From an optimization exercise on the open Yosys and OpenROAD flow, aimed at small area, a short achievable clock period and few clock cycles per item; shortcuts taken in it are not production practice.
Where RTL was checked, it was by simulation tests only, not by an equivalence proof against the original.
Only the layout flow was run in runs 3 to 6; the RTL was not checked for function there.
Power figures rest on the tool's default switching activity, not on a simulated workload.

$ cat flow/run.sh
#!/bin/bash
# synth_recipe.tcl (not shown) runs the flow's synth.tcl, then flattens the netlist and writes it again
# the make line also repeats each setting of config.mk as NAME=value (left out here)
make -C /OpenROAD-flow-scripts/flow DESIGN_CONFIG=/design/flow/config.mk WORK_HOME=/design/flow/orfs CLKGATE_MAP_FILE= SYNTH_SCRIPT=/design/flow/synth_recipe.tcl finish
$ cat flow/config.mk
export PLATFORM = sky130hd
export DESIGN_NAME = multiturn_polar_angle_tracker
export DESIGN_NICKNAME = multiturn_polar_angle_tracker
export VERILOG_FILES = /design/flow/design.v
export SDC_FILE = /design/flow/constraint.sdc
export NUM_CORES = 4
export LEC_CHECK = 0
export CAP_MARGIN = 20
export CORE_MARGIN = 2
export CORE_UTILIZATION = 40
export SETUP_SLACK_MARGIN = 3.5
export SLEW_MARGIN = 20
$ cat flow/constraint.sdc
create_clock -name core_clock -period 7.0 [get_ports {clk}]
set_input_delay 1.4000 -clock core_clock [delete_from_list [all_inputs] [get_ports {clk}]]
set_output_delay 1.4000 -clock core_clock [all_outputs]
set_load 0.01 [all_outputs]
$ cat flow/design.v
package mpat_pkg;
  localparam int ZERO_W   = 12;
  localparam int GAIN_W   = 16;
  localparam int DEG_W    = 9;
  localparam int THR_W    = 12;
  localparam int STAGE_W  = 4;
  localparam int OUT_W    = 12;
  localparam int ANGLE_W  = 22;
  localparam int FRAC_W   = 8;
  localparam int APB_DATA_W = 32;
  localparam int APB_ADDR_W = 5;
  localparam int REG_IDX_W  = 3;
  localparam logic [REG_IDX_W-1:0] REG_ZERO_CODE      = 3'd0;
  localparam logic [REG_IDX_W-1:0] REG_GAIN_Q16       = 3'd1;
  localparam logic [REG_IDX_W-1:0] REG_STAGE_DEGREES  = 3'd2;
  localparam logic [REG_IDX_W-1:0] REG_ANGLE_OFFSET   = 3'd3;
  localparam logic [REG_IDX_W-1:0] REG_JUMP_THRESHOLD = 3'd4;
  localparam logic [REG_IDX_W-1:0] REG_MAX_STAGE      = 3'd5;
  localparam logic [ZERO_W-1:0]  RST_ZERO_CODE      = 12'd427;
  localparam logic [GAIN_W-1:0]  RST_GAIN_Q16       = 16'd2376;
  localparam logic [DEG_W-1:0]   RST_STAGE_DEGREES  = 9'd120;
  localparam logic [DEG_W-1:0]   RST_ANGLE_OFFSET   = 9'd55;
  localparam logic [THR_W-1:0]   RST_JUMP_THRESHOLD = 12'd2200;
  localparam logic [STAGE_W-1:0] RST_MAX_STAGE      = 4'd4;
  typedef struct packed {
    logic [ZERO_W-1:0]  zero_code;
    logic [GAIN_W-1:0]  gain_q16;
    logic [DEG_W-1:0]   stage_degrees;
    logic [DEG_W-1:0]   angle_offset;
    logic [THR_W-1:0]   jump_threshold;
    logic [STAGE_W-1:0] max_stage;
  } cfg_t;
endpackage
module multiturn_polar_angle_tracker #(
  parameter int SAMPLES_PER_AVERAGE = 5,
  parameter int SAMPLE_BITS         = 12
) (
  input  logic                                  clk,
  input  logic                                  rst,
  input  logic                                  psel,
  input  logic                                  penable,
  input  logic                                  pwrite,
  input  logic [mpat_pkg::APB_ADDR_W-1:0]       paddr,
  input  logic [mpat_pkg::APB_DATA_W-1:0]       pwdata,
  output logic [mpat_pkg::APB_DATA_W-1:0]       prdata,
  output logic                                  pready,
  input  logic [SAMPLE_BITS-1:0]                sample,
  input  logic                                  sample_valid,
  output logic                                  sample_stall,
  output logic signed [mpat_pkg::ANGLE_W-1:0]   angle_q8,
  output logic [mpat_pkg::STAGE_W-1:0]          stage,
  output logic [mpat_pkg::OUT_W-1:0]            average,
  output logic [mpat_pkg::OUT_W-1:0]            max_seen,
  output logic [mpat_pkg::OUT_W-1:0]            min_seen,
  output logic                                  result_valid,
  input  logic                                  result_stall
);
  logic [11:0] r_zero;
  logic [15:0] r_gain;
  logic [8:0]  r_deg;
  logic [8:0]  r_off;
  logic [11:0] r_thr;
  logic [3:0]  r_max;
  logic [2:0]  idx;
  logic        wr;
  assign idx    = paddr[4:2];
  assign wr     = psel && penable && pwrite;
  assign pready = 1'b1;
  always_ff @(posedge clk) begin
    if (rst) begin
      r_zero <= mpat_pkg::RST_ZERO_CODE;
      r_gain <= mpat_pkg::RST_GAIN_Q16;
      r_deg  <= mpat_pkg::RST_STAGE_DEGREES;
      r_off  <= mpat_pkg::RST_ANGLE_OFFSET;
      r_thr  <= mpat_pkg::RST_JUMP_THRESHOLD;
      r_max  <= mpat_pkg::RST_MAX_STAGE;
    end else if (wr) begin
      case (idx)
        3'd0:    r_zero <= pwdata[11:0];
        3'd1:    r_gain <= pwdata[15:0];
        3'd2:    r_deg  <= pwdata[8:0];
        3'd3:    r_off  <= pwdata[8:0];
        3'd4:    r_thr  <= pwdata[11:0];
        3'd5:    r_max  <= pwdata[3:0];
        default: ;
      endcase
    end
  end
  always_comb begin
    case (idx)
      3'd0:    prdata = {20'd0, r_zero};
      3'd1:    prdata = {16'd0, r_gain};
      3'd2:    prdata = {23'd0, r_deg};
      3'd3:    prdata = {23'd0, r_off};
      3'd4:    prdata = {20'd0, r_thr};
      3'd5:    prdata = {28'd0, r_max};
      default: prdata = '0;
    endcase
  end
  logic [13:0] acc;
  logic [2:0]  cnt;
  logic        take;
  logic        last;
  logic [14:0] acc_sum;
  assign take    = sample_valid && !sample_stall;
  assign last    = (cnt == 3'd4);
  assign acc_sum = {1'b0, acc} + {3'b0, sample};
  always_ff @(posedge clk) begin
    if (rst) begin
      acc <= '0;
      cnt <= '0;
    end else if (take) begin
      if (last) begin
        acc <= '0;
        cnt <= '0;
      end else begin
        acc <= acc_sum[13:0];
        cnt <= cnt + 3'd1;
      end
    end
  end
  logic [14:0] sq;
  logic        s_full;
  logic        s_half;
  logic        s_mean;
  logic        d_done;
  logic        t_done;
  logic [11:0] mean;
  function automatic logic [3:0] d5step(input logic [2:0] r, input logic b);
    logic       q;
    logic [2:0] n;
    q    = r[2] | (r[1] & (r[0] | b));
    n[0] = r[2] ? ~b : (r[1] ? (r[0] & ~b) : b);
    n[1] = r[2] ? ~b : (r[1] ? (r[0] & b) : r[0]);
    n[2] = r[2] ? b : (r[1] & ~r[0] & ~b);
    d5step = {q, n};
  endfunction
  logic [14:0] div_a;
  logic [14:0] div_b;
  always_comb begin
    logic [2:0] r;
    logic [3:0] o;
    logic [4:0] qa;
    logic [6:0] qb;
    r  = {1'b0, sq[14:13]};
    qa = '0;
    for (int i = 12; i >= 7; i--) begin
      o = d5step(r, sq[i]);
      if (i <= 11) qa[i - 7] = o[3];
      r = o[2:0];
    end
    div_a = {r, qa, sq[6:0]};
    r  = sq[14:12];
    qb = '0;
    for (int i = 6; i >= 0; i--) begin
      o = d5step(r, sq[i]);
      qb[i] = o[3];
      r = o[2:0];
    end
    div_b = {3'b0, sq[11:7], qb};
  end
  assign mean = sq[11:0];
  logic [11:0] avg_q;
  logic [3:0]  stg_q;
  logic [11:0] max_q;
  logic [11:0] min_q;
  logic [21:0] ang_q;
  logic        rv_q;
  logic        out_busy;
  logic        acc_res;
  logic        out_free;
  logic        do_trk;
  logic        do_load;
  logic        do_fin;
  assign acc_res  = rv_q && !result_stall;
  assign out_free = !out_busy || acc_res;
  logic [13:0] up_s;
  logic [13:0] up_c;
  logic [13:0] dn_s;
  logic [13:0] dn_c;
  logic [13:0] up_y;
  logic [13:0] dn_y;
  logic        up;
  logic        down;
  logic [12:0] gt_y;
  logic [12:0] lt_y;
  logic        new_max;
  logic        new_min;
  logic [4:0]  step;
  logic [3:0]  stg_next;
  always_comb begin
    logic [13:0] p;
    logic [13:0] m;
    logic [13:0] np;
    logic [13:0] nm;
    logic [13:0] nt;
    p  = {2'b0, avg_q};
    m  = {2'b0, mean};
    np = ~p;
    nm = ~m;
    nt = ~{2'b0, r_thr};
    for (int i = 0; i < 14; i++) begin
      up_s[i] = p[i] ^ nm[i] ^ nt[i];
      dn_s[i] = m[i] ^ np[i] ^ nt[i];
    end
    up_c[0] = 1'b1;
    dn_c[0] = 1'b1;
    for (int i = 1; i < 14; i++) begin
      up_c[i] = (p[i-1] & nm[i-1]) | (p[i-1] & nt[i-1]) | (nm[i-1] & nt[i-1]);
      dn_c[i] = (m[i-1] & np[i-1]) | (m[i-1] & nt[i-1]) | (np[i-1] & nt[i-1]);
    end
  end
  assign up_y    = up_s + up_c;
  assign dn_y    = dn_s + dn_c;
  assign up      = !up_y[13];
  assign down    = !dn_y[13];
  assign gt_y    = {1'b0, mean} + {1'b0, ~max_q};
  assign lt_y    = {1'b0, min_q} + {1'b0, ~mean};
  assign new_max = gt_y[12];
  assign new_min = lt_y[12];
  always_comb begin
    if (up) begin
      step = {1'b0, stg_q} + 5'd1;
    end else if (down) begin
      step = {1'b0, stg_q} - 5'd1;
    end else begin
      step = {1'b0, stg_q};
    end
    if (step > {1'b0, r_max}) begin
      stg_next = '0;
    end else begin
      stg_next = step[3:0];
    end
  end
  logic signed [16:0] a_q;
  logic [13:0]        d_q;
  logic [7:0]         l_q;
  logic [1:0]         m_cnt;
  logic               m_busy;
  logic               m_done;
  logic               m_idle;
  logic [12:0]        dval;
  logic [6:0]         dneg;
  logic [16:0]        a_init;
  assign dval = {1'b0, mean} - {1'b0, r_zero};
  always_comb begin
    logic [15:0] dx;
    dx = {dval[12], dval[12], dval, 1'b0};
    for (int j = 0; j < 7; j++) begin
      dneg[j] = dx[2*j+2] & ~(dx[2*j+1] & dx[2*j]);
    end
    a_init     = '0;
    a_init[0]  = dneg[0];
    a_init[2]  = dneg[1];
    a_init[4]  = dneg[2];
    a_init[6]  = dneg[3];
    a_init[7]  = 1'b1;
    a_init[8]  = dneg[4];
    a_init[10] = dneg[5];
    a_init[12] = dneg[6];
  end
  assign m_idle  = !m_busy && (!m_done || do_fin);
  assign do_load = s_full && s_mean && !d_done && m_idle;
  assign do_trk  = s_full && s_mean && !t_done && out_free;
  assign do_fin  = m_done && out_busy && !rv_q;
  logic trk_d;
  logic m_go;
  assign m_go = (m_cnt != 2'd3) || (out_busy && !rv_q && !trk_d);
  logic [20:0] row0;
  logic [20:0] row1;
  logic [20:0] cs_s;
  logic [20:0] cs_c;
  logic [20:0] tsum;
  always_comb begin
    logic [2:0]  b0;
    logic [2:0]  b1;
    logic        one0;
    logic        two0;
    logic        neg0;
    logic        one1;
    logic        two1;
    logic        neg1;
    logic [17:0] g1;
    logic [17:0] g2;
    logic [20:0] a;
    b0   = d_q[2:0];
    b1   = d_q[4:2];
    one0 = b0[1] ^ b0[0];
    two0 = (b0[2] & ~b0[1] & ~b0[0]) | (~b0[2] & b0[1] & b0[0]);
    neg0 = b0[2] & ~(b0[1] & b0[0]);
    one1 = b1[1] ^ b1[0];
    two1 = (b1[2] & ~b1[1] & ~b1[0]) | (~b1[2] & b1[1] & b1[0]);
    neg1 = b1[2] & ~(b1[1] & b1[0]);
    g1   = {2'b0, r_gain};
    g2   = {1'b0, r_gain, 1'b0};
    for (int i = 0; i < 18; i++) begin
      row0[i]     = ((one0 & g1[i]) | (two0 & g2[i])) ^ neg0;
      row1[i + 2] = ((one1 & g1[i]) | (two1 & g2[i])) ^ neg1;
    end
    row0[20:18] = {3{neg0}};
    row1[1:0]   = 2'b00;
    row1[20]    = neg1;
    if (m_cnt == 2'd3) begin
      row1 = {{3{x_q[13]}}, x_q, 4'b0};
    end
    a = 21'(a_q);
    for (int i = 0; i < 21; i++) begin
      cs_s[i] = a[i] ^ row0[i] ^ row1[i];
    end
    cs_c[0] = 1'b0;
    for (int i = 1; i < 21; i++) begin
      cs_c[i] = (a[i-1] & row0[i-1]) | (a[i-1] & row1[i-1]) | (row0[i-1] & row1[i-1]);
    end
  end
  assign tsum = cs_s + cs_c;
  logic [13:0] x_q;
  logic [13:0] x_next;
  always_comb begin
    logic [13:0] r [5];
    logic [13:0] s1;
    logic [13:0] c1;
    logic [13:0] s2;
    logic [13:0] c2;
    logic [13:0] s3;
    logic [13:0] c3;
    for (int j = 0; j < 4; j++) begin
      r[j] = stg_q[j] ? (14'(r_deg) << j) : 14'd0;
    end
    r[4] = ~{5'b0, r_off};
    for (int i = 0; i < 14; i++) begin
      s1[i] = r[4][i] ^ r[0][i] ^ r[1][i];
    end
    c1[0] = 1'b1;
    for (int i = 1; i < 14; i++) begin
      c1[i] = (r[4][i-1] & r[0][i-1]) | (r[4][i-1] & r[1][i-1]) | (r[0][i-1] & r[1][i-1]);
    end
    for (int i = 0; i < 14; i++) begin
      s2[i] = s1[i] ^ c1[i] ^ r[2][i];
    end
    c2[0] = 1'b0;
    for (int i = 1; i < 14; i++) begin
      c2[i] = (s1[i-1] & c1[i-1]) | (s1[i-1] & r[2][i-1]) | (c1[i-1] & r[2][i-1]);
    end
    for (int i = 0; i < 14; i++) begin
      s3[i] = s2[i] ^ c2[i] ^ r[3][i];
    end
    c3[0] = 1'b0;
    for (int i = 1; i < 14; i++) begin
      c3[i] = (s2[i-1] & c2[i-1]) | (s2[i-1] & r[3][i-1]) | (c2[i-1] & r[3][i-1]);
    end
    x_next = s3 + c3;
  end
  always_ff @(posedge clk) begin
    x_q <= x_next;
  end
  logic [2:0] cnt_next;
  logic       s_full_next;
  always_comb begin
    cnt_next = cnt;
    if (take) cnt_next = last ? 3'd0 : cnt + 3'd1;
    s_full_next = s_full;
    if (s_full && (d_done || do_load) && (t_done || do_trk)) s_full_next = 1'b0;
    if (take && last) s_full_next = 1'b1;
  end
  always_ff @(posedge clk) begin
    if (rst) begin
      s_full       <= 1'b0;
      s_half       <= 1'b0;
      s_mean       <= 1'b0;
      d_done       <= 1'b0;
      t_done       <= 1'b0;
      sample_stall <= 1'b0;
      m_busy       <= 1'b0;
      m_done       <= 1'b0;
      m_cnt        <= '0;
      trk_d        <= 1'b0;
      rv_q         <= 1'b0;
      out_busy     <= 1'b0;
      avg_q        <= '0;
      stg_q        <= '0;
      max_q        <= '0;
      min_q        <= '1;
    end else begin
      s_full       <= s_full_next;
      sample_stall <= (cnt_next == 3'd4) && s_full_next;
      if (take && last) begin
        s_half <= 1'b0;
        s_mean <= 1'b0;
        d_done <= 1'b0;
        t_done <= 1'b0;
      end else begin
        if (s_full) s_half <= 1'b1;
        if (s_full && s_half) s_mean <= 1'b1;
        if (do_load) d_done <= 1'b1;
        if (do_trk) t_done <= 1'b1;
      end
      if (do_load) begin
        m_busy <= 1'b1;
        m_cnt  <= '0;
      end else if (m_busy && m_go) begin
        m_cnt <= m_cnt + 2'd1;
        if (m_cnt == 2'd3) begin
          m_busy <= 1'b0;
          m_done <= 1'b1;
        end
      end
      if (do_fin) m_done <= 1'b0;
      trk_d <= do_trk;
      if (do_fin) rv_q <= 1'b1;
      else if (acc_res) rv_q <= 1'b0;
      if (do_trk) out_busy <= 1'b1;
      else if (acc_res) out_busy <= 1'b0;
      if (do_trk) begin
        avg_q <= mean;
        stg_q <= stg_next;
        if (new_max) max_q <= mean;
        if (new_min) min_q <= mean;
      end
    end
  end
  always_ff @(posedge clk) begin
    if (take && last) begin
      sq <= acc_sum;
    end else if (s_full && !s_half) begin
      sq <= div_a;
    end else if (s_full && !s_mean) begin
      sq <= div_b;
    end
    if (do_load) begin
      a_q <= a_init;
      d_q <= {dval, 1'b0};
    end else if (m_busy && m_go) begin
      a_q <= tsum[20:4];
      d_q <= {{4{d_q[13]}}, d_q[13:4]};
      l_q <= {tsum[3:0], l_q[7:4]};
    end
    if (do_fin) begin
      if (!a_q[14] && a_q[13]) ang_q <= 22'h1fffff;
      else ang_q <= {a_q[13:0], l_q};
    end
  end
  assign angle_q8     = ang_q;
  assign stage        = stg_q;
  assign average      = avg_q;
  assign max_seen     = max_q;
  assign min_seen     = min_q;
  assign result_valid = rv_q;
endmodule
==> impl_metrics.json, run 1 <==
{
  "fin_crit_sh_pct": 56.9,
  "worst_pin_slew_ps": 931,
  "die_h_microns": 203,
  "powerDensity_nw_per_um2": 188,
  "fmax_mhz": 251,
  "finalCriticalPeriod_ps": 3980,
  "internal-power_uw": 2730,
  "synth.avg_cell_area_sq_um": 8.84,
  "fin_area_sq_um": 20900,
  "ctsHoldBuffers": 0,
  "p_leak_uw": 0.00817,
  "cp_slowest_cell": "fa_1",
  "grt_start_max_net_pins": 72,
  "setup_viol": 0,
  "drcViolationCount": 0,
  "critical_path.cell_chain": "buf_12 -> clkinvlp_4 -> fa_1 -> inv_1 -> ha_1 -> a2111oi_2 -> nand2_1 -> o21ai_4 -> nor2_4 -> nor3_4 -> a211oi_4 -> ha_1 -> nor2b_4 -> o21ai_2 -> nand2b_1 -> a21oi_2 -> a41o_1 -> nand2_2 -> nor3_4 -> a21oi_2 -> mux2i_1",
  "num_vias": 14000,
  "fin_nets": 2245,
  "hold_viol": 0,
  "cp.arrival_ps": 4460,
  "synth-simple-area-share_pct": 15.9,
  "syn_to_final_growth_pct": 31.3,
  "synth_warnings": 2,
  "postLayoutCoreUtil_pct": 52.9,
  "synth_top_family_by_area": "adder cells",
  "switching_share_pct": 30.3,
  "finClkSkew_ps": 15.2,
  "slew_violations": 0,
  "synth-adder-area-share_pct": 18.0,
  "rsz0062_at_grt": "true",
  "synthMuxAreaShare_pct": 4.73,
  "synth_xor_area_share_pct": 5.01,
  "async_reset_ff_share_pct": 0,
  "drt_iter0_drc": 894,
  "hold_class": "reg -> reg",
  "drv_cap": 0,
  "status": "no timing/DRC/antenna violations",
  "cp-start-kind": "flip-flop",
  "p_switching_uw": 1190,
  "synthTopCellsByArea": "dfxtp_1 (20%), edfxtp_1 (12%), ha_1 (9.1%), fa_1 (8.8%), nand2_1 (5.5%)",
  "cp_slowest_stage_delay_ps": 490,
  "netlist.area_leader.share_pct": 19.8,
  "syn_area_sq_um": 15900,
  "antenna_found_initial": 0,
  "fin_cells": 2550,
  "yosys.area.top_type": "dfxtp_1",
  "cp_top_family": "compound AO/OA/AOI/OAI gates",
  "end_kind": "flip-flop",
  "synth_cells": 1799,
  "drt_pass1_iterations": 8,
  "gp_congestion": 0.856,
  "synth_cell_types": 87,
  "htreeDepth": 1,
  "setup_tns_ps": 0,
  "cts_tree": "yes",
  "cts_buffer_depth": 3,
  "overflow": 0,
  "coreArea_sq_um": 39500,
  "first_global_vias": 13500,
  "synth_ff_type": "dfxtp_1",
  "place_area_sq_um": 17700,
  "final.fill_count": 3540,
  "cp.required_ps": 7480,
  "power_frac_comb_pct": 27.1,
  "critPathKind": "reg -> reg",
  "path_clk_slew_ps": 60,
  "clock_latency_ps": 560,
  "synth_edf_count": 65,
  "post_drt_wl_per_cell_microns": 19.2,
  "grt.total_usage_pct": 22.8,
  "drt_wl_total_mm": 49.1,
  "worstPathMaxFanout": 11,
  "synth_compound_area_share_pct": 17.7,
  "cts_root_buffer": "clkbuf_16",
  "final_cell_mix": "nand2_1 (227), dfxtp_1 (146), inv_1 (116), buf_4 (115), nor2_1 (112)",
  "layout-drive-gt1-share_pct": 22.0,
  "grt_pass1_wl_mm": 74.5,
  "hpwlAfterDp_mm": 33.3,
  "pwr-share-seq_pct": 36.0,
  "dp_cells": 2365,
  "synth-seq-cells": 222,
  "crit_buf_inv": 3,
  "antennaDiodeCount": 0,
  "clockPowerShare_pct": 36.9,
  "cts_buffers": 28,
  "io-pin-count": 153,
  "clock-sinks": 222,
  "peakVddDrop_mv": 0.195,
  "slew_headroom_pct": 37.9,
  "die-area_sq_um": 41400,
  "port_buffers": 117,
  "row_count": 73,
  "yosysSeqAreaShare_pct": 32.0,
  "vias_per_cell": 5.48,
  "die_width_microns": 203,
  "layout_commonest_cell": "nand2_1",
  "final_antenna_net_count": 0,
  "start_util_pct": 40.3
}
==> logic make-up (layout without fill, tap and decap cells) <==
family | Yosys count | after routing
simple gates | 551 | 551
fa+ha+maj | 187 | 187
mux | 73 | 73
flops | 222 | 222
buf+inv | 245 | 456
xor+xnor | 91 | 91
compound gates | 428 | 428
other cells | 2 | 17
==> worst paths after layout <==
| kind | start | end | slack, ps | depth (start not counted) |
|---|---|---|---|---|
| max | sq[8] | stg_q[3] | 3020 | 21 |
| min | l_q[5] | l_q[1] | 440 | 0 |
| max reg2reg | sq[8] | stg_q[3] | 3020 | 21 |
| min reg2reg | l_q[5] | l_q[1] | 440 | 0 |
==> cell type report <==
cell class              count  area, sq um  area share, %
clock buffers              40          818           3.92
clock inverters            12         98.8          0.473
inverters                 135          556           2.66
multi-input cells        1347        11000           52.7
flip-flops and latches    222         5120           24.5
well taps                 525          657           3.15
repair buffers            269         2640           12.6
==> sequential cells by signal, summed over array words and instances (netlist names), 2 cells and up <==
register  cells
r_deg         9
cnt           3
min_q        12
avg_q        12
m_cnt         2
r_zero       12
stg_q         4
r_max         4
acc          14
ang_q        22
max_q        12
x_q          14
sq           15
a_q          17
r_thr        12
r_off         9
l_q           8
r_gain       16
d_q          14
==> through the flow <==
stage                     total power, uW  setup WS, ps  hold slack (ps)
after floorplan                      1950          3270              417
after global placement               2110          1760              422
after detailed placement             2130          1670              432
after CTS                            3780          2920              446
after global routing                 4070          2790              449
final                                3920          3020              443
==> cells in the mapped netlist, drive strengths merged (5+ instances only) <==
library cell,instances
o22ai,17
nand3,33
nor4,5
a21oi,117
clkbuf,65
a22o,8
dfxtp,157
o21a,12
nor3b,5
inv,130
nand2b,39
ha,116
o21bai,12
buf,45
a211o,13
xnor2,55
and2,19
nor3,31
or3,6
a22oi,43
a21o,22
mux2i,65
clkinv,5
fa,70
o211ai,15
nand3b,5
xor2,36
a31oi,10
nor2,129
nor2b,26
a211oi,8
and3,6
o21ai,94
mux2,7
nand2,232
o31ai,6
edfxtp,65
==> routing by layer <==
layer	up-vias	global-route usage, %	part of all wire (%)
met5	-	0	0
met4	0	6.73	3.3
met1	6841	29.1	42
li1	6630	-	-
met3	90	2.57	4.8
met2	420	40.4	50
==> power by group through the flow <==
stage / registers (uW) / clock network, uW / logic, uW
2_1_floorplan: 1420 / 0 / 527
3_3_place_gp: 1440 / 0 / 673
3_5_place_dp: 1440 / 0 / 690
4_1_cts: 1410 / 1470 / 901
5_1_grt: 1420 / 1520 / 1140
6_report: 1410 / 1450 / 1060
==> repair_timing <==
item / 4_1_cts / 5_1_grt
pin swaps: 102 / 97
setup buffers: 87 / 39
endpoints found under the setup margin: 80 / 61
resized for setup: 271 / 92
gates cloned: 4 / 2
Testbench counts, summed over its fixed seeds: cycles 16,072, items 3,200.
==> inputs of run 2 (changes only) <==
--- a/flow/config.mk
+++ b/flow/config.mk
@@ -10,3 +10,3 @@
 export CORE_UTILIZATION = 40
-export SETUP_SLACK_MARGIN = 3.5
+export SETUP_SLACK_MARGIN = 3.0
 export SLEW_MARGIN = 20
==> run 2 against run 1 <==
Highest routed layer unchanged. Worst hold slack lost 4.1 ps. Wire length shrank 8.6%. Non-clock buffer count shrank 70. Cell count shrank 2.9%. Global-route usage shrank 1.3 points. Largest cell class unchanged.
==> impl_metrics.json, run 2 <==
{
  "status": "no timing/DRC/antenna violations",
  "layout-drive-gt1-share_pct": 13.6,
  "final.fill_count": 3717,
  "setup_viol": 0,
  "worstPathMaxFanout": 6,
  "coreArea_sq_um": 39500,
  "finClkSkew_ps": 13.8,
  "synth_warnings": 2,
  "synthTopCellsByArea": "dfxtp_1 (20%), edfxtp_1 (12%), ha_1 (9.1%), fa_1 (8.8%), nand2_1 (5.5%)",
  "grt_start_max_net_pins": 74,
  "start_util_pct": 40.3,
  "place_area_sq_um": 17400,
  "clock-sinks": 222,
  "antenna_found_initial": 0,
  "yosys.area.top_type": "dfxtp_1",
  "peakVddDrop_mv": 0.168,
  "largest_reg_flops": 22,
  "port_buffers": 117,
  "fin_area_sq_um": 19600,
  "drt_wl_total_mm": 44.8,
  "slew_violations": 0,
  "vias_per_cell": 5.35,
  "cts_root_buffer": "clkbuf_16",
  "cp-start-kind": "flip-flop",
  "path_clk_slew_ps": 60,
  "overflow": 0,
  "yosys-top-cells-count": "nand2_1 (232), dfxtp_1 (157), inv_1 (129), nor2_1 (129)",
  "io-pin-count": 153,
  "fin_crit_sh_pct": 59.1,
  "p_leak_uw": 0.00772,
  "row_count": 73,
  "worst_slack_ps": 2860,
  "die-area_sq_um": 41400,
  "fmax_mhz": 242,
  "synth_ff_type": "dfxtp_1",
  "rsz0062_at_grt": "true",
  "post-synth-top-count-cell": "nand2_1",
  "critPathKind": "reg -> reg",
  "cts_tree": "yes",
  "syn_to_final_growth_pct": 23.2,
  "synth_cell_types": 87,
  "register_area_sq_um": 5110,
  "dpl_worst_slack_ps": 1610,
  "grt.total_usage_pct": 21.5,
  "die_h_microns": 203,
  "fin_cells": 2477,
  "gp_congestion": 0.904,
  "first_global_vias": 12900,
  "multi_input_area_sq_um": 10400,
  "synth.avg_cell_area_sq_um": 8.84,
  "layout_commonest_cell": "nand2_1",
  "finalCriticalPeriod_ps": 4140,
  "drv_cap": 0,
  "top_register": "ang_q",
  "synth_cells": 1799,
  "yosysSeqAreaShare_pct": 32.0,
  "slew_headroom_pct": 25.3,
  "final_antenna_net_count": 0,
  "drcViolationCount": 0,
  "hpwlAfterDp_mm": 32.1,
  "num_vias": 13300,
  "biggestRegsByFlops": "ang_q (22), a_q (17), r_gain (16)",
  "cp.arrival_ps": 4630,
  "setup_tns_ps": 0,
  "cts_buffer_depth": 3,
  "die_width_microns": 203,
  "cp.required_ps": 7490,
  "hold_class": "reg -> reg",
  "cts_buffers": 27,
  "end_kind": "flip-flop",
  "drt_iter0_drc": 849,
  "htreeDepth": 1,
  "fin_nets": 2175,
  "syn_area_sq_um": 15900,
  "drt_pass1_iterations": 5,
  "netlist.area_leader.share_pct": 19.8,
  "synth-seq-cells": 222,
  "post_drt_wl_per_cell_microns": 18.1,
  "dp_cells": 2364,
  "final_cell_mix": "nand2_1 (230), dfxtp_1 (149), nor2_1 (125), inv_1 (123), ha_1 (102)",
  "antennaDiodeCount": 0,
  "hold_viol": 0,
  "powerDensity_nw_per_um2": 183,
  "async_reset_ff_share_pct": 0,
  "clock_latency_ps": 560,
  "worst_pin_slew_ps": 1110,
  "synth_edf_count": 65,
  "grt_pass1_wl_mm": 70.5
}
==> run 2: cell counts after synthesis <==
No cell type changed its count.
==> run 2: report_power, final <==
group / internal, uW / switching (uW)
clock network: 845 / 576
logic: 346 / 413
registers: 1370 / 42.6
==> run 2: final cells by class <==
type,count,share of cell area [%]
repair buffers,199,9.98
multi-input cells,1348,53.2
well taps,525,3.35
flip-flops and latches,222,26.1
clock buffers,42,4.42
inverters,135,2.79
clock inverters,6,0.185
==> run 2: stage by stage <==
stage	power (uW)	hold slack (ps)	utilization (%)
2_1_floorplan	1910	417	-
6_report	3590	438	49.6
3_5_place_dp	2070	425	44.1
4_1_cts	3530	440	48.5
3_3_place_gp	2060	424	44.1
5_1_grt	3770	445	49.6
==> run 2: kinds of logic (layout without fill, tap and decap cells) <==
kind of cell             after synthesis  count (layout)  synth area share (%)
AO/OA/AOI/OAI                        428             429                  17.7
flip-flops                           222             222                  32.0
multiplexers                          73              73                  4.73
other                                  2              17                0.0472
buffers and inverters                245             382                  6.51
AND/OR/NAND/NOR                      551             551                  15.9
XOR/XNOR                              91              91                  5.01
adder cells (fa/ha/maj)              187             187                  18.0
==> run 2: final timing paths <==
check | from | to | slack, ps | cells past startpoint
hold / removal | l_q[4] | l_q[0] | 440 | 0
hold reg to reg | l_q[4] | l_q[0] | 440 | 0
setup reg to reg | sq[7] | stg_q[3] | 2860 | 22
setup / recovery | sq[7] | stg_q[3] | 2860 | 22
==> run 2: critical path: stages, from the launching register on <==
cell and delay [ps]:
edfxtp_1 400, buf_12 140, clkinv_8 60, fa_2 610, ha_4 210, o21a_1 100, o21a_1 190, o2111ai_2 200
a21oi_2 80, o21ai_2 100, buf_4 160, nor2_4 40, a211oi_4 300, ha_4 250, nor2b_4 120, o21ai_1 130
nand2b_1 80, a21oi_2 120, a41o_1 120, nand2_2 70, nor3_4 330, a21oi_1 110, mux2i_1 140
==> run 2: per-layer routing <==
metal  vias up  GRT usage [%]  share of wire (%)
li1       6481              -                  -
met1      6356           27.5                 44
met2       330           37.2                 48
met3        96           3.07                4.5
met4         0           7.25                3.7
met5         -              0                  0
==> run 2: repair_timing <==
action / in CTS / in global routing
pin swaps: 15 / 41
setup endpoints to repair: 40 / 25
hold buffers: 0 / 0
setup buffers: 40 / 18
gates cloned: 5 / 1
resized for setup: 149 / 71
==> inputs of run 3 (changes only) <==
--- a/flow/design.v
+++ b/flow/design.v
@@ -166,3 +166,2 @@
   logic [11:0] min_q;
-  logic [21:0] ang_q;
   logic        rv_q;
@@ -173,3 +172,2 @@
   logic        do_load;
-  logic        do_fin;
   assign acc_res  = rv_q && !result_stall;
@@ -239,3 +237,2 @@
   logic               m_busy;
-  logic               m_done;
   logic               m_idle;
@@ -261,9 +258,8 @@
   end
-  assign m_idle  = !m_busy && (!m_done || do_fin);
+  assign m_idle  = !m_busy && (!rv_q || acc_res);
   assign do_load = s_full && s_mean && !d_done && m_idle;
   assign do_trk  = s_full && s_mean && !t_done && out_free;
-  assign do_fin  = m_done && out_busy && !rv_q;
   logic trk_d;
   logic m_go;
-  assign m_go = (m_cnt != 2'd3) || (out_busy && !rv_q && !trk_d);
+  assign m_go = (m_cnt != 2'd3) || (out_busy && !trk_d);
   logic [20:0] row0;
@@ -373,3 +369,2 @@
       m_busy       <= 1'b0;
-      m_done       <= 1'b0;
       m_cnt        <= '0;
@@ -403,8 +398,6 @@
           m_busy <= 1'b0;
-          m_done <= 1'b1;
         end
       end
-      if (do_fin) m_done <= 1'b0;
       trk_d <= do_trk;
-      if (do_fin) rv_q <= 1'b1;
+      if (m_busy && m_go && m_cnt == 2'd3) rv_q <= 1'b1;
       else if (acc_res) rv_q <= 1'b0;
@@ -436,8 +429,4 @@
     end
-    if (do_fin) begin
-      if (!a_q[14] && a_q[13]) ang_q <= 22'h1fffff;
-      else ang_q <= {a_q[13:0], l_q};
-    end
   end
-  assign angle_q8     = ang_q;
+  assign angle_q8     = (!a_q[14] && a_q[13]) ? 22'h1fffff : {a_q[13:0], l_q};
   assign stage        = stg_q;
==> run 3 against run 2 <==
Still clean on timing, DRC and antenna. Area after synthesis shrank 3.7%. Combinational power down about 70%. Global-route usage up 0.83 points. Synthesized cell count shrank 0.22%. Worst setup slack better by 91 ps. Cell count shrank 0.81%. Total power shrank 32%. Cell area decreased by 4.1%. Largest cell class unchanged.
==> impl_metrics.json, run 3 <==
{
  "ctsHoldBuffers": 0,
  "slew_violations": 0,
  "worstPathMaxFanout": 6,
  "hold_class": "reg -> reg",
  "drt_pass1_iterations": 5,
  "worst_slack_ps": 2950,
  "slew_headroom_pct": 39.2,
  "clock_latency_ps": 460,
  "async_reset_ff_share_pct": 0,
  "drv_cap": 0,
  "biggestRegsByFlops": "a_q (17), r_gain (16), sq (15)",
  "cp-start-kind": "flip-flop",
  "final_cell_mix": "nand2_1 (246), dfxtp_1 (150), inv_1 (134), a21oi_1 (106), nor2_1 (103)",
  "timing.rr.start": "sq[9]",
  "die_h_microns": 200,
  "setup_viol": 0,
  "timing.rr.end": "stg_q[3]",
  "start_util_pct": 40.6,
  "gp_congestion": 0.877,
  "grt_pass1_wl_mm": 68.9,
  "yosys-top-cells-count": "nand2_1 (249), dfxtp_1 (156), inv_1 (146)",
  "layout-drive-gt1-share_pct": 14.1,
  "register_area_sq_um": 4430,
  "cts_buffer_depth": 2,
  "p_leak_uw": 0.00751,
  "htreeDepth": 4,
  "die_width_microns": 200,
  "overflow": 0,
  "drt_wl_total_mm": 44.9,
  "io-pin-count": 153,
  "top_register": "a_q",
  "synth_compound_area_share_pct": 18.5,
  "syn_to_final_growth_pct": 22.6,
  "power_frac_comb_pct": 9.5,
  "peakVddDrop_mv": 0.169,
  "finClkSkew_ps": 16.7,
  "fmax_mhz": 247,
  "synth-adder-area-share_pct": 18.8,
  "whs_path_depth": 0,
  "critPathKind": "reg -> reg",
  "min-delay-start": "l_q[6]",
  "hold_viol": 0,
  "post-synth-top-count-cell": "nand2_1",
  "die-area_sq_um": 39900,
  "synth-seq-cells": 199,
  "hold_end": "l_q[2]",
  "clockPowerShare_pct": 41.5,
  "num_vias": 13300,
  "synth_ff_type": "dfxtp_1",
  "cp_top_family": "compound AO/OA/AOI/OAI gates",
  "drt_iter0_drc": 814,
  "switching_share_pct": 25.8,
  "status": "no timing/DRC/antenna violations",
  "antenna_found_initial": 0,
  "antennaDiodeCount": 0,
  "cp_slowest_stage_delay_ps": 520,
  "critical_path.cell_chain": "inv_4 -> fa_1 -> ha_1 -> nand3_2 -> or3_4 -> a221oi_4 -> nor4_4 -> a221oi_4 -> inv_2 -> ha_4 -> nor2b_1 -> o21ai_1 -> nand2b_1 -> a21oi_2 -> a41o_1 -> and2_4 -> o311ai_4 -> o31ai_1",
  "fin_crit_sh_pct": 57.8,
  "worst_pin_slew_ps": 911,
  "p_switching_uw": 627,
  "setup_tns_ps": 0,
  "final_antenna_net_count": 0,
  "row_count": 71,
  "hpwlAfterDp_mm": 32.0,
  "cp_common_cell": "a221oi_4",
  "synth.avg_cell_area_sq_um": 8.53,
  "synth_warnings": 2,
  "first_global_vias": 12900,
  "synth-simple-area-share_pct": 16.8,
  "path_clk_slew_ps": 80,
  "yosysSeqAreaShare_pct": 28.8,
  "worstRegToRegCells": 18,
  "pwr-share-seq_pct": 49.0,
  "syn_area_sq_um": 15300,
  "cts_root_buffer": "clkbuf_16",
  "clock-sinks": 199,
  "final.fill_count": 3580,
  "rsz0062_at_grt": "true",
  "yosys.area.top_type": "dfxtp_1",
  "grt.total_usage_pct": 22.3,
  "fin_nets": 2175,
  "cp_slowest_cell": "fa_1",
  "netlist.area_leader.share_pct": 20.4,
  "largest_reg_flops": 17,
  "cts_tree": "yes",
  "cp.arrival_ps": 4420,
  "end_kind": "flip-flop",
  "port_buffers": 117,
  "synthTopCellsByArea": "dfxtp_1 (20%), ha_1 (9.5%), fa_1 (9.2%), edfxtp_1 (8.4%), nand2_1 (6.1%)",
  "grt_start_max_net_pins": 52,
  "synth_top_family_by_area": "adder cells",
  "cts_buffers": 17,
  "worstSetupStartpoint": "sq[9]",
  "drcViolationCount": 0,
  "reg2reg_slack_ps": 2950,
  "cp.required_ps": 7370,
  "layout_commonest_cell": "nand2_1",
  "synth_xor_area_share_pct": 5.09,
  "post_drt_wl_per_cell_microns": 18.3,
  "crit_buf_inv": 2,
  "multi_input_area_sq_um": 10500,
  "synthMuxAreaShare_pct": 4.81,
  "dpl_worst_slack_ps": 1620,
  "synth_cells": 1795,
  "finalCriticalPeriod_ps": 4050,
  "coreArea_sq_um": 37700,
  "internal-power_uw": 1810,
  "powerDensity_nw_per_um2": 130,
  "vias_per_cell": 5.42,
  "synth_cell_types": 89,
  "synth_edf_count": 43
}
==> run 3: changes by cell type in the layout (fill, tap and decap cells not counted), sizes merged, moves of 7 or more <==
cell         delta
a211o           -9
buf            +11
nor2           -15
dlygate4sd2     +7
inv            +23
nor2b           -9
clkbuf         -22
clkinv          -7
edfxtp         -22
nand2          +17
==> run 3: routing by layer <==
metal	share of wire [%]	vias to the layer above	track usage [%]
li1	-	6469	-
met1	43	6412	28.2
met2	49	366	38.8
met3	4.9	71	3.90
met4	2.3	0	6.89
met5	0	-	0
==> run 3: cells by family (layout without fill, tap and decap cells) <==
| family | Yosys count | in the layout |
|---|---|---|
| buffers and inverters | 256 | 392 |
| DFF | 199 | 199 |
| muxes | 67 | 67 |
| xor gates and xnor gates | 89 | 89 |
| and+or+nand+nor | 562 | 562 |
| AOI/OAI and AO/OA | 432 | 432 |
| adders and majority gates | 188 | 188 |
| other | 2 | 17 |
==> run 3: worst reg2reg max path, stage by stage, from the launching register on <==
cell and delay [ps]:
edfxtp_1 460, inv_4 90, fa_1 520, ha_1 320, nand3_2 70, or3_4 380
a221oi_4 320, nor4_4 90, a221oi_4 300, inv_2 80, ha_4 220, nor2b_1 130
o21ai_1 130, nand2b_1 90, a21oi_2 120, a41o_1 120, and2_4 160, o311ai_4 120
o31ai_1 250
==> run 3: worst max path at each step <==
| stage | to | slack (ps) | cells past startpoint |
|---|---|---|---|
| floorplan | a_q[13] | 2960 | 17 |
| global placement | prdata[2] | 1700 | 5 |
| detailed placement | prdata[2] | 1620 | 5 |
| CTS | prdata[2] | 2760 | 6 |
| global route | stg_q[3] | 2760 | 18 |
| finish | stg_q[3] | 2950 | 18 |
==> run 3: power by group through the flow <==
stage / clock [uW] / combinational (uW) / sequential [uW]
floorplan: 0 / 151 / 1210
global placement: 0 / 219 / 1220
detailed placement: 0 / 222 / 1220
CTS: 1030 / 227 / 1190
global route: 1080 / 255 / 1190
finish: 1010 / 231 / 1190
==> run 3: cell type report <==
type | count | share of cell area [%]
inverter | 148 | 3.13
sequential | 199 | 23.6
clock buffer | 21 | 2.51
tap | 511 | 3.41
multi-input combinational | 1355 | 56.1
clock inverter | 11 | 0.593
timing repair buffer | 212 | 10.7
==> run 3: timing repair <==
| item | in CTS | in global routing |
|---|---|---|
| resized for setup | 125 | 84 |
| buffers inserted | 34 | 38 |
| endpoints found under the hold margin | 0 | 0 |
| cloned | 1 | 1 |
| pin swaps | 24 | 53 |
| endpoints found under the setup margin | 57 | 21 |
==> run 3: through the flow <==
stage | hold slack [ps] | cell area, sq um | util (%) | total power, uW | cells
2_1_floorplan | 417 | 15500 | - | 1370 | 1810
3_3_place_gp | 428 | 16900 | 44.8 | 1440 | 2350
3_5_place_dp | 433 | 16900 | 44.8 | 1440 | 2350
4_1_cts | 450 | 18100 | 48.0 | 2450 | 2417
5_1_grt | 468 | 18800 | 49.8 | 2520 | 2457
6_report | 446 | 18800 | 49.8 | 2430 | 2457
==> inputs of run 4 (changes only) <==
==> flow/flow/run.sh (new file) <==
#!/bin/bash
# Layout flow: the standard ORFS flow, with one change in synthesis: the
# ABC technology-mapping script is an area-oriented one (area.abc) instead of
# ORFS's speed script. Everything else (register mapping, flattening, renaming,
# floorplan, placement, CTS, routing) is the standard flow, run through
# standard.sh with its own make arguments.
set -euo pipefail
here=$(pwd)
# synthesis body: ORFS synth.tcl with the abc script argument replaced
sed 's#^source \$::env(SCRIPTS_DIR)/synth_preamble.tcl#source $::env(SCRIPTS_DIR)/synth_preamble.tcl\nset abc_args [lreplace $abc_args 1 1 $::env(MY_ABC_SCRIPT)]#' \
  "$FLOW_HOME/scripts/synth.tcl" > "$here/my_synth_body.tcl"
grep -q 'MY_ABC_SCRIPT' "$here/my_synth_body.tcl"
# The standard flow's synthesis wrapper, sourcing that body instead of ORFS's synth.tcl
sed "s#source \$::env(SCRIPTS_DIR)/synth.tcl#source $here/my_synth_body.tcl#" \
  "$here/synth_recipe.tcl" > "$here/my_synth.tcl"
grep -q 'my_synth_body.tcl' "$here/my_synth.tcl"
# standard.sh with the synthesis script swapped
sed "s#SYNTH_SCRIPT=[^ ]*#SYNTH_SCRIPT=$here/my_synth.tcl#" "$here/standard.sh" > "$here/my_standard.sh"
grep -q 'my_synth.tcl' "$here/my_standard.sh"
export MY_ABC_SCRIPT="$here/flow/area.abc"
bash "$here/my_standard.sh" > "$here/flow.log" 2>&1
==> flow/flow/area.abc (new file) <==
strash
&get -n
&fraig -x
&put
dc2
strash
&get -n
&dch -f
&nf -R 1000
&put
==> flow/standard.sh (new file) <==
#!/bin/bash
# synth_recipe.tcl (not shown) runs the flow's synth.tcl, then flattens the netlist and writes it again
# the make line also repeats each setting of config.mk as NAME=value (left out here)
make -C /OpenROAD-flow-scripts/flow DESIGN_CONFIG=/design/flow/config.mk WORK_HOME=/design/flow/orfs CLKGATE_MAP_FILE= SYNTH_SCRIPT=/design/flow/synth_recipe.tcl "${@:-finish}"
removed: flow/run.sh
==> run 4 against run 3 <==
Still clean. Cell area down 8.8%. First-iteration DRC count down 7.6%. Area after synthesis down 12%. Flip-flop and latch count unchanged. Die area down 12%. Total power up 1.2%. Critical endpoint is now a_q[16]. Largest power group unchanged. Highest routed layer unchanged.
==> impl_metrics.json, run 4 <==
{
  "register_area_sq_um": 4430,
  "finClkSkew_ps": 15.2,
  "grt.total_usage_pct": 21.9,
  "finalCriticalPeriod_ps": 5330,
  "num_vias": 12000,
  "fmax_mhz": 188,
  "internal-power_uw": 1820,
  "hold_viol": 0,
  "port_buffers": 117,
  "cp_slowest_stage_delay_ps": 530,
  "worst_pin_slew_ps": 970,
  "path_clk_slew_ps": 80,
  "layout_commonest_cell": "nand2_1",
  "biggestRegsByFlops": "a_q (17), r_gain (16), sq (15)",
  "cp_common_cell": "and2_4",
  "fin_nets": 2032,
  "yosys-top-cells-count": "nand2_1 (250), dfxtp_1 (156), a21oi_1 (149)",
  "final_cell_mix": "nand2_1 (248), dfxtp_1 (148), clkinv_1 (134), a21oi_1 (117), ha_1 (107)",
  "slew_headroom_pct": 35.3,
  "ctsHoldBuffers": 0,
  "synthTopCellsByArea": "dfxtp_1 (23%), ha_1 (11%), fa_1 (10%), edfxtp_1 (9.6%), nand2_1 (7.0%)",
  "clock-sinks": 199,
  "cts_buffer_depth": 2,
  "post_drt_wl_per_cell_microns": 17.4,
  "cts_tree": "yes",
  "final_antenna_net_count": 0,
  "antennaDiodeCount": 0,
  "async_reset_ff_share_pct": 0,
  "first_global_vias": 11500,
  "vias_per_cell": 5.32,
  "gp_congestion": 0.881,
  "cp_slowest_cell": "fa_1",
  "switching_share_pct": 26.0,
  "synth_warnings": 2,
  "worstPathMaxFanout": 3,
  "synth_cells": 1545,
  "cts_root_buffer": "clkbuf_16",
  "synth_ff_type": "dfxtp_1",
  "top_register": "a_q",
  "cp-start-kind": "flip-flop",
  "hpwlAfterDp_mm": 28.2,
  "hold_class": "reg -> reg",
  "worst_slack_ps": 1670,
  "htreeDepth": 4,
  "cts_buffers": 17,
  "antenna_found_initial": 0,
  "grt_start_max_net_pins": 84,
  "drv_cap": 0,
  "final.fill_count": 3199,
  "powerDensity_nw_per_um2": 144,
  "drcViolationCount": 0,
  "io-pin-count": 153,
  "yosysSeqAreaShare_pct": 32.8,
  "setup_viol": 0,
  "clock_latency_ps": 450,
  "clockPowerShare_pct": 41.0,
  "layout-drive-gt1-share_pct": 14.9,
  "syn_to_final_growth_pct": 27.1,
  "row_count": 67,
  "drt_wl_total_mm": 39.2,
  "power_frac_comb_pct": 10.5,
  "dpl_worst_slack_ps": 1520,
  "p_switching_uw": 640,
  "syn_area_sq_um": 13500,
  "grt_pass1_wl_mm": 61.1,
  "synth-seq-cells": 199,
  "synth_edf_count": 43,
  "slew_violations": 0,
  "peakVddDrop_mv": 0.179,
  "synth_cell_types": 52,
  "cp.arrival_ps": 5630,
  "die_width_microns": 187,
  "p_leak_uw": 0.00658,
  "fin_crit_sh_pct": 76.2,
  "multi_input_area_sq_um": 8900,
  "status": "no timing/DRC/antenna violations",
  "pwr-share-seq_pct": 48.5,
  "yosys.area.top_type": "dfxtp_1",
  "die-area_sq_um": 35100,
  "end_kind": "flip-flop",
  "post-synth-top-count-cell": "nand2_1",
  "start_util_pct": 40.4,
  "synth.avg_cell_area_sq_um": 8.72,
  "drt_iter0_drc": 752,
  "drt_pass1_iterations": 6,
  "overflow": 0,
  "cp.required_ps": 7300,
  "critPathKind": "reg -> reg",
  "largest_reg_flops": 17,
  "coreArea_sq_um": 33400,
  "die_h_microns": 187,
  "setup_tns_ps": 0,
  "rsz0062_at_grt": "true",
  "netlist.area_leader.share_pct": 23.2
}
-- run 4: cell types whose count changed in the layout (fill, tap and decap cells not counted), moves of 17 or more --
cell	before	now
clkinv_1	0	134
inv_1	134	0
mux2i_1	59	0
nand3_1	38	12
a211oi_1	7	27
and2_1	20	1
xor2_1	32	14
a21oi_2	15	32
buf_6	9	26
-- run 4: kinds of logic (layout without fill, tap and decap cells) --
group / after synthesis / in the layout / share of synthesized area [%]
and+or+nand+nor: 486 / 487 / 15.9
DFF: 199 / 199 / 32.8
AOI/OAI and AO/OA: 430 / 430 / 19.9
buffers and inverters: 164 / 406 / 5.05
muxes: 1 / 1 / 0.0836
xor gates and xnor gates: 77 / 77 / 5.01
other: 2 / 17 / 0.0558
adders and majority gates: 186 / 186 / 21.2
-- run 4: routing by layer --
metal,track usage [%],wire length (microns)
met4,5.51,767
met1,29.6,17400
met2,36.8,18900
met5,0,0
met3,3.45,2170
-- run 4: path summary, 6_finish.rpt --
kind / end / start / depth (start not counted) / slack (ps)
worst max-delay path: a_q[16] / d_q[2] / 32 / 1670
worst min-delay path: l_q[0] / l_q[4] / 0 / 440
worst max register to register: a_q[16] / d_q[2] / 32 / 1670
worst min register to register: l_q[0] / l_q[4] / 0 / 440
-- run 4: cell type report --
cell class | count | share of cell area, %
tap | 448 | 3.28
sequential | 199 | 25.9
timing repair buffer | 227 | 12.0
clock inverter | 12 | 0.731
multi-input combinational | 1198 | 52.0
inverter | 147 | 3.38
clock buffer | 20 | 2.67
-- run 4: power by group through the flow --
stage                     sequential [uW]  clock, uW  combinational, uW
final                                1190       1010                258
after global routing                 1200       1070                283
after CTS                            1190       1020                241
after detailed placement             1220          0                222
after global placement               1220          0                217
after floorplan                      1220          0                143
-- run 4: critical path, delay by kind of cell, from the launching register on --
kind            cells  cell delay (ps)
flops               1              490
xor+xnor            2              330
simple gates       12             1390
fa+ha+maj           2              760
compound gates     14             1970
buf+inv             2              250
-- run 4: timing repair --
item                                    CTS  global route
endpoints found under the setup margin   59            36
gates cloned                              2             1
pin swaps                                52            90
buffers inserted                         66            29
resized for setup                       115            80
-- run 4: metrics by stage --
stage | power [uW] | util, % | instances | area (sq um) | hold slack, ps
floorplan | 1360 | - | 1560 | 13700 | 417
global placement | 1440 | 46.0 | 2120 | 15400 | 425
detailed placement | 1440 | 46.1 | 2120 | 15400 | 428
CTS | 2460 | 49.9 | 2220 | 16600 | 445
global route | 2550 | 51.3 | 2251 | 17100 | 447
finish | 2460 | 51.3 | 2251 | 17100 | 444
==> inputs of run 5 (changes only) <==
==> flow/flow/area.abc (replaced) <==
&get -n
&st
&dch
&nf
&put
==> run 5 against run 4 <==
Count of clock-buffer cells in the layout fell by 1. Still clean. Critical endpoint is now stg_q[2]. Critical path type unchanged. Total power rose by 32%. First-iteration DRC count is 10% higher. Largest cell class unchanged. Clock skew about the same. Core utilization rose by 0.55 points.
==> impl_metrics.json, run 5 <==
{
  "status": "no timing/DRC/antenna violations",
  "crit_buf_inv": 3,
  "switching_share_pct": 32.1,
  "fmax_mhz": 240,
  "synth-adder-area-share_pct": 20.9,
  "worstPathMaxFanout": 3,
  "cp_common_cell": "a21oi_1",
  "holdWs_ps": 446,
  "grt.total_usage_pct": 22.6,
  "cp.arrival_ps": 4520,
  "finClkSkew_ps": 14.9,
  "vias_per_cell": 5.46,
  "slew_violations": 0,
  "hpwlAfterDp_mm": 28.8,
  "die-area_sq_um": 35800,
  "biggestRegsByFlops": "a_q (17), r_gain (16), sq (15)",
  "yosys.area.top_type": "dfxtp_1",
  "first_global_vias": 11700,
  "htreeDepth": 4,
  "synth_ff_type": "dfxtp_1",
  "synth.avg_cell_area_sq_um": 8.82,
  "p_switching_uw": 1040,
  "critical_path.cell_chain": "clkinv_4 -> fa_1 -> clkinv_2 -> ha_4 -> a21oi_2 -> nor2_1 -> a2111oi_2 -> o21ai_2 -> a21oi_4 -> buf_6 -> o21ai_2 -> xor2_2 -> ha_1 -> a21oi_1 -> o21ai_1 -> a21oi_1 -> a41oi_1 -> or3_4 -> nand3b_1 -> a21oi_1",
  "slew_headroom_pct": 28.1,
  "clockPowerShare_pct": 29.9,
  "top_register": "a_q",
  "fin_nets": 2028,
  "yosys-top-cells-count": "nand2_1 (194), dfxtp_1 (156), nor2_1 (146)",
  "overflow": 0,
  "p_leak_uw": 0.00682,
  "hold_class": "reg -> reg",
  "yosysSeqAreaShare_pct": 32.2,
  "fin_crit_sh_pct": 59.4,
  "layout-drive-gt1-share_pct": 14.9,
  "row_count": 67,
  "setup_viol": 0,
  "dp_cells": 2131,
  "cp-start-kind": "flip-flop",
  "synth_xor_area_share_pct": 5.37,
  "cp_top_family": "compound AO/OA/AOI/OAI gates",
  "cts_buffers": 17,
  "cts_tree": "yes",
  "pwr-share-seq_pct": 38.7,
  "cts_root_buffer": "clkbuf_16",
  "synth-seq-cells": 199,
  "synthMuxAreaShare_pct": 0.657,
  "drt_wl_total_mm": 41.0,
  "port_buffers": 117,
  "die_width_microns": 189,
  "post_drt_wl_per_cell_microns": 18.2,
  "setup_tns_ps": 0,
  "power_uw": 3250,
  "final_antenna_net_count": 0,
  "hold_viol": 0,
  "synth_compound_area_share_pct": 20.8,
  "layout_commonest_cell": "nand2_1",
  "synth_cells": 1555,
  "synth_top_family_by_area": "adder cells",
  "drt_iter0_drc": 827,
  "final.fill_count": 3098,
  "power_frac_comb_pct": 31.4,
  "largest_reg_flops": 17,
  "coreArea_sq_um": 33600,
  "cts_buffer_depth": 2,
  "drv_cap": 0,
  "worst_pin_slew_ps": 1080,
  "cp.required_ps": 7360,
  "cp_slowest_stage_delay_ps": 500,
  "peakVddDrop_mv": 0.182,
  "reg2reg_slack_ps": 2840,
  "critPathKind": "reg -> reg",
  "post-synth-top-count-cell": "nand2_1",
  "synthTopCellsByArea": "dfxtp_1 (23%), ha_1 (11%), fa_1 (10%), edfxtp_1 (9.4%), nand2_1 (5.3%)",
  "drcViolationCount": 0,
  "start_util_pct": 40.8,
  "clock-sinks": 199,
  "finalCriticalPeriod_ps": 4160,
  "ctsHoldBuffers": 0,
  "synth_edf_count": 43,
  "synth_warnings": 2,
  "syn_area_sq_um": 13700,
  "async_reset_ff_share_pct": 0,
  "synth-simple-area-share_pct": 15.7,
  "num_vias": 12300,
  "antenna_found_initial": 3,
  "netlist.area_leader.share_pct": 22.8,
  "clock_latency_ps": 450,
  "fin_cells": 2248,
  "drt_pass1_iterations": 7,
  "grt_start_max_net_pins": 55,
  "gp_congestion": 0.872,
  "powerDensity_nw_per_um2": 187,
  "cp_slowest_cell": "fa_1",
  "io-pin-count": 153,
  "path_clk_slew_ps": 80,
  "end_kind": "flip-flop",
  "internal-power_uw": 2210,
  "grt_pass1_wl_mm": 63.4,
  "syn_to_final_growth_pct": 27.1,
  "final_cell_mix": "nand2_1 (190), dfxtp_1 (149), nor2_1 (142), clkinv_1 (107), a21oi_1 (107)",
  "synth_cell_types": 59,
  "die_h_microns": 189,
  "rsz0062_at_grt": "true"
}
-- run 5: changes by cell type in the layout (fill, tap and decap cells not counted), sizes merged, moves of 12 or more --
cell / previous run / this run
a21oi: 149 / 121
nor2: 102 / 146
xor2: 15 / 27
nand2b: 46 / 28
a211oi: 27 / 39
buf: 118 / 106
nand2: 250 / 194
o21ai: 98 / 122
clkinv: 143 / 125
o21bai: 20 / 5
-- run 5: worst register-to-register path, stage by stage (launching register included) --
cell	delay (ps)
edfxtp_1	460
clkinv_4	90
fa_1	500
clkinv_2	100
ha_4	230
a21oi_2	110
nor2_1	60
a2111oi_2	340
o21ai_2	130
a21oi_4	210
buf_6	140
o21ai_2	60
xor2_2	150
ha_1	340
a21oi_1	150
o21ai_1	80
a21oi_1	130
a41oi_1	60
or3_4	370
nand3b_1	180
a21oi_1	180
-- run 5: what timing repair did --
action / in CTS / in global routing
pin swaps: 34 / 42
resized for setup: 136 / 110
buffers inserted: 50 / 32
setup endpoints to repair: 52 / 28
cloned: 2 / 0
-- run 5: worst paths after layout --
path / from / depth (start not counted) / to
hold / removal: l_q[6] / 0 / l_q[2]
setup reg to reg: sq[2] / 20 / stg_q[2]
hold reg to reg: l_q[6] / 0 / l_q[2]
setup / recovery: sq[2] / 20 / stg_q[2]
-- run 5: cell type report --
type	count	area, sq um	area share, %
Clock buffer	19	443	2.54
Inverter	123	504	2.89
Clock inverter	13	118	0.675
Timing Repair Buffer	214	1930	11.1
Sequential cell	199	4430	25.4
Tap cell	448	561	3.22
Antenna cell	1	2.50	0.0144
Multi-Input combinational cell	1231	9440	54.2
-- run 5: routing by layer --
metal	wire length, microns	vias to the layer above	global-route usage, %
met4	884	4	6.43
met2	19700	321	38.2
li1	-	5964	-
met5	27	-	0
met1	18300	5915	29.5
met3	2030	59	4.19
-- run 5: per-stage QoR --
step	instance area, sq um	utilization (%)	worst slack, ps
3_3_place_gp	15500	46.2	2010
2_1_floorplan	13800	-	2970
5_1_grt	17400	51.8	2600
6_report	17400	51.8	2840
3_5_place_dp	15500	46.2	1970
4_1_cts	16700	49.8	2800
-- run 5: cell families after synthesis --
| family | Yosys count |
|---|---|
| AND/OR/NAND/NOR | 484 |
| AO/OA/AOI/OAI | 451 |
| flip-flops | 199 |
| adder cells (fa/ha/maj) | 187 |
| buffers and inverters | 140 |
| XOR/XNOR | 84 |
| multiplexers | 8 |
| other | 2 |
-- run 5: power groups by stage --
stage	combinational [uW]	clock [uW]	sequential, uW
6_report	1020	974	1260
5_1_grt	1120	1040	1270
4_1_cts	867	992	1260
3_5_place_dp	802	0	1280
3_3_place_gp	791	0	1280
2_1_floorplan	562	0	1270
==> inputs of run 6 (changes only) <==
--- a/flow/config.mk
+++ b/flow/config.mk
@@ -10,3 +10,3 @@
 export CORE_UTILIZATION = 40
-export SETUP_SLACK_MARGIN = 3.0
+export SETUP_SLACK_MARGIN = 3.5
 export SLEW_MARGIN = 20
==> run 6 against run 5 <==
Combinational power grew 31%. Worst hold slack gained 1.6 ps. Register-to-register slack lost 120 ps. Flip-flop and latch count is the same. Sequential power is essentially flat. Clock power grew 1%. Synthesized cell count is the same. Area after synthesis is the same. Maximum frequency shrank 2.9%. Non-clock buffer count grew 63. Worst setup slack lost 120 ps. Critical path type unchanged. Critical endpoint is now stg_q[1].
==> impl_metrics.json, run 6 <==
{
  "status": "no timing/DRC/antenna violations",
  "start_util_pct": 40.8,
  "synthTopCellsByArea": "dfxtp_1 (23%), ha_1 (11%), fa_1 (10%), edfxtp_1 (9.4%), nand2_1 (5.3%)",
  "drcViolationCount": 0,
  "final_antenna_net_count": 0,
  "ctsHoldBuffers": 0,
  "peakVddDrop_mv": 0.174,
  "htreeDepth": 4,
  "switching_share_pct": 34.2,
  "pwr-share-seq_pct": 35.1,
  "yosys-top-cells-count": "nand2_1 (194), dfxtp_1 (156), nor2_1 (146)",
  "grt_use_met3_pct": 4.08,
  "min-delay-start": "l_q[6]",
  "hold_class": "reg -> reg",
  "drt_iter0_drc": 887,
  "die-area_sq_um": 35800,
  "overflow": 0,
  "worst_pin_slew_ps": 1040,
  "worstRegToRegCells": 21,
  "clock-sinks": 199,
  "powerDensity_nw_per_um2": 192,
  "syn_to_final_growth_pct": 36.4,
  "layout_commonest_cell": "nand2_1",
  "final_cell_mix": "nand2_1 (176), dfxtp_1 (150), nor2_1 (138), buf_4 (119), clkinv_1 (99)",
  "coreArea_sq_um": 33600,
  "fin_nets": 2092,
  "cp.required_ps": 7380,
  "post-synth-top-count-cell": "nand2_1",
  "synth_cells": 1555,
  "largest_reg_flops": 17,
  "finalCriticalPeriod_ps": 4280,
  "cp.arrival_ps": 4660,
  "antenna_found_initial": 2,
  "hold_viol": 0,
  "busiest_layer": "met2",
  "grt_pass1_wl_mm": 65.9,
  "fmax_mhz": 233,
  "yosys.area.top_type": "dfxtp_1",
  "io-pin-count": 153,
  "synth-seq-cells": 199,
  "hold_end": "l_q[2]",
  "end_kind": "flip-flop",
  "met2_usage_pct": 39.5,
  "clockPowerShare_pct": 27.5,
  "drt_wl_total_mm": 44.0,
  "holdWs_ps": 447,
  "cts_buffer_depth": 2,
  "path_clk_slew_ps": 80,
  "power_frac_comb_pct": 37.4,
  "cts_tree": "yes",
  "drt_pass1_iterations": 7,
  "synth_cell_types": 59,
  "yosysSeqAreaShare_pct": 32.2,
  "grt.total_usage_pct": 23.6,
  "cp-start-kind": "flip-flop",
  "num_vias": 12600,
  "die_width_microns": 189,
  "synth_edf_count": 43,
  "register_area_sq_um": 4430,
  "biggestRegsByFlops": "a_q (17), r_gain (16), sq (15)",
  "netlist.area_leader.share_pct": 22.8,
  "async_reset_ff_share_pct": 0,
  "grt_start_max_net_pins": 53,
  "multi_input_area_sq_um": 10100,
  "cts_buffers": 17,
  "internal-power_uw": 2360,
  "final.fill_count": 2941,
  "layout-drive-gt1-share_pct": 23.9,
  "worstPathMaxFanout": 3,
  "port_buffers": 117,
  "slew_headroom_pct": 30.4,
  "met1_usage_pct": 30.6,
  "timing.rr.end": "stg_q[1]",
  "timing.rr.start": "sq[8]",
  "critPathKind": "reg -> reg",
  "gp_congestion": 0.884,
  "vias_per_cell": 5.45,
  "whs_path_depth": 0,
  "setup_viol": 0,
  "reg2reg_slack_ps": 2720,
  "synth_ff_type": "dfxtp_1",
  "post_drt_wl_per_cell_microns": 19.0,
  "slew_violations": 0,
  "drv_cap": 0,
  "die_h_microns": 189,
  "fin_crit_sh_pct": 61.2,
  "row_count": 67,
  "hpwlAfterDp_mm": 29.4,
  "p_leak_uw": 0.00737,
  "rsz0062_at_grt": "true",
  "finClkSkew_ps": 11.7,
  "clock_latency_ps": 460,
  "syn_area_sq_um": 13700,
  "synth.avg_cell_area_sq_um": 8.82,
  "p_switching_uw": 1220,
  "first_global_vias": 12000,
  "top_register": "a_q",
  "cts_root_buffer": "clkbuf_16",
  "synth_warnings": 2,
  "setup_tns_ps": 0
}
-- run 6: final cells by class --
cell class,count,share of cell area (%)
clock inverter,15,0.709
inverter,123,2.72
timing repair buffer,277,13.8
tap,448,3.00
clock buffer,17,2.27
sequential,199,23.7
multi-input combinational,1232,53.8
antenna,2,0.0268
-- run 6: power by group through the flow --
| stage | Sequential [uW] | Clock, uW | Combinational (uW) |
|---|---|---|---|
| after CTS | 1260 | 1010 | 1050 |
| final | 1260 | 985 | 1340 |
| after floorplan | 1270 | 0 | 617 |
| after detailed placement | 1290 | 0 | 862 |
| after global routing | 1270 | 1050 | 1440 |
| after global placement | 1280 | 0 | 851 |
-- run 6: kinds of logic (layout without fill, tap and decap cells) --
kind of cell | after synthesis | in the layout | synth area share [%]
AND/OR/NAND/NOR | 484 | 485 | 15.7
AO/OA/AOI/OAI | 451 | 451 | 20.8
flip-flops | 199 | 199 | 32.2
adder cells (fa/ha/maj) | 187 | 187 | 20.9
buffers and inverters | 140 | 432 | 4.30
XOR/XNOR | 84 | 84 | 5.37
multiplexers | 8 | 8 | 0.657
other | 2 | 19 | 0.0548
-- run 6: through the flow --
step	utilization (%)	setup WS, ps	power [uW]	cell area [sq um]	std cells
after global routing	55.6	2460	3760	18700	2311
after floorplan	-	2970	1890	14000	1570
final	55.6	2720	3580	18700	2313
after global placement	46.7	1760	2140	15700	2127
after CTS	52.0	2750	3320	17500	2248
after detailed placement	46.7	1730	2150	15700	2127
-- run 6: layer usage --
metal  up-vias  share of wire (%)
met4         0                3.3
met2       343                 48
met1      6070                 44
met5         -                  0
met3        80                4.7
li1       6110                  -
-- run 6: how the worst max path moves through the flow --
| stage | end | slack [ps] | from | depth (start not counted) |
|---|---|---|---|---|
| 2_1_floorplan | stg_q[1] | 2970 | sq[2] | 21 |
| 3_3_place_gp | prdata[5] | 1760 | paddr[2] | 5 |
| 3_5_place_dp | prdata[5] | 1730 | paddr[2] | 5 |
| 4_1_cts | stg_q[2] | 2750 | sq[2] | 20 |
| 5_1_grt | stg_q[1] | 2460 | sq[2] | 21 |
| 6_report | stg_q[1] | 2720 | sq[8] | 21 |
-- run 6: critical path: stages (launching register included) --
cell,delay [ps]
edfxtp_1,550
clkinv_4,90
fa_1,500
clkinv_1,130
ha_1,360
nand2_1,60
nor2_1,140
a211oi_2,60
o21ai_1,130
a41o_1,250
nand3_1,110
o21ai_1,110
xor2_1,230
ha_1,300
a21oi_1,140
o21ai_1,100
a21oi_2,140
a41oi_2,50
or3_4,360
nor2_2,120
a22oi_1,90
nor2_1,160
-- run 6: what timing repair did --
item                       4_1_cts  5_1_grt
resized for setup              219      187
setup endpoints to repair       98       50
gates cloned                     1        0
setup buffers                   88       63
pin swaps                       70      110

-- what the ideal ports hide --
No port has a modelled driver above. Below, the same layouts with a new extraction and two added sets of constraints. Step 1 sets driving cells, clkbuf_16 on the clock port and buf_2 on the other inputs (assumed; they add their load-dependent delay and slew). Step 2, shift: input delay + t, output delay - t, t = (earliest + latest rising clock arrival at the registers) / 2. This alone moves slack from input paths to output paths. Three values: ideal ports, drivers, drivers and shift; two values: the first two.
run | t (ns) | setup WS [ns] | pins driven straight from the clock port
run 1 | 0.607 | 3.018 / 3.018 / 3.018 | 1
run 2 | 0.605 | 2.860 / 2.860 / 2.506 | 1
run 3 | 0.506 | 2.952 / 2.952 / 2.724 | 1
run 4 | 0.494 | 1.667 / 1.667 / 1.667 | 1
run 5 | 0.491 | 2.841 / 2.841 / 2.673 | 1
run 6 | 0.502 | 2.716 / 2.716 / 2.716 | 1
After both steps every run listed still meets setup and hold. The setup slack of run 2, which loses most, moves by 0.000 ns with the drivers and by -0.354 ns with both steps.
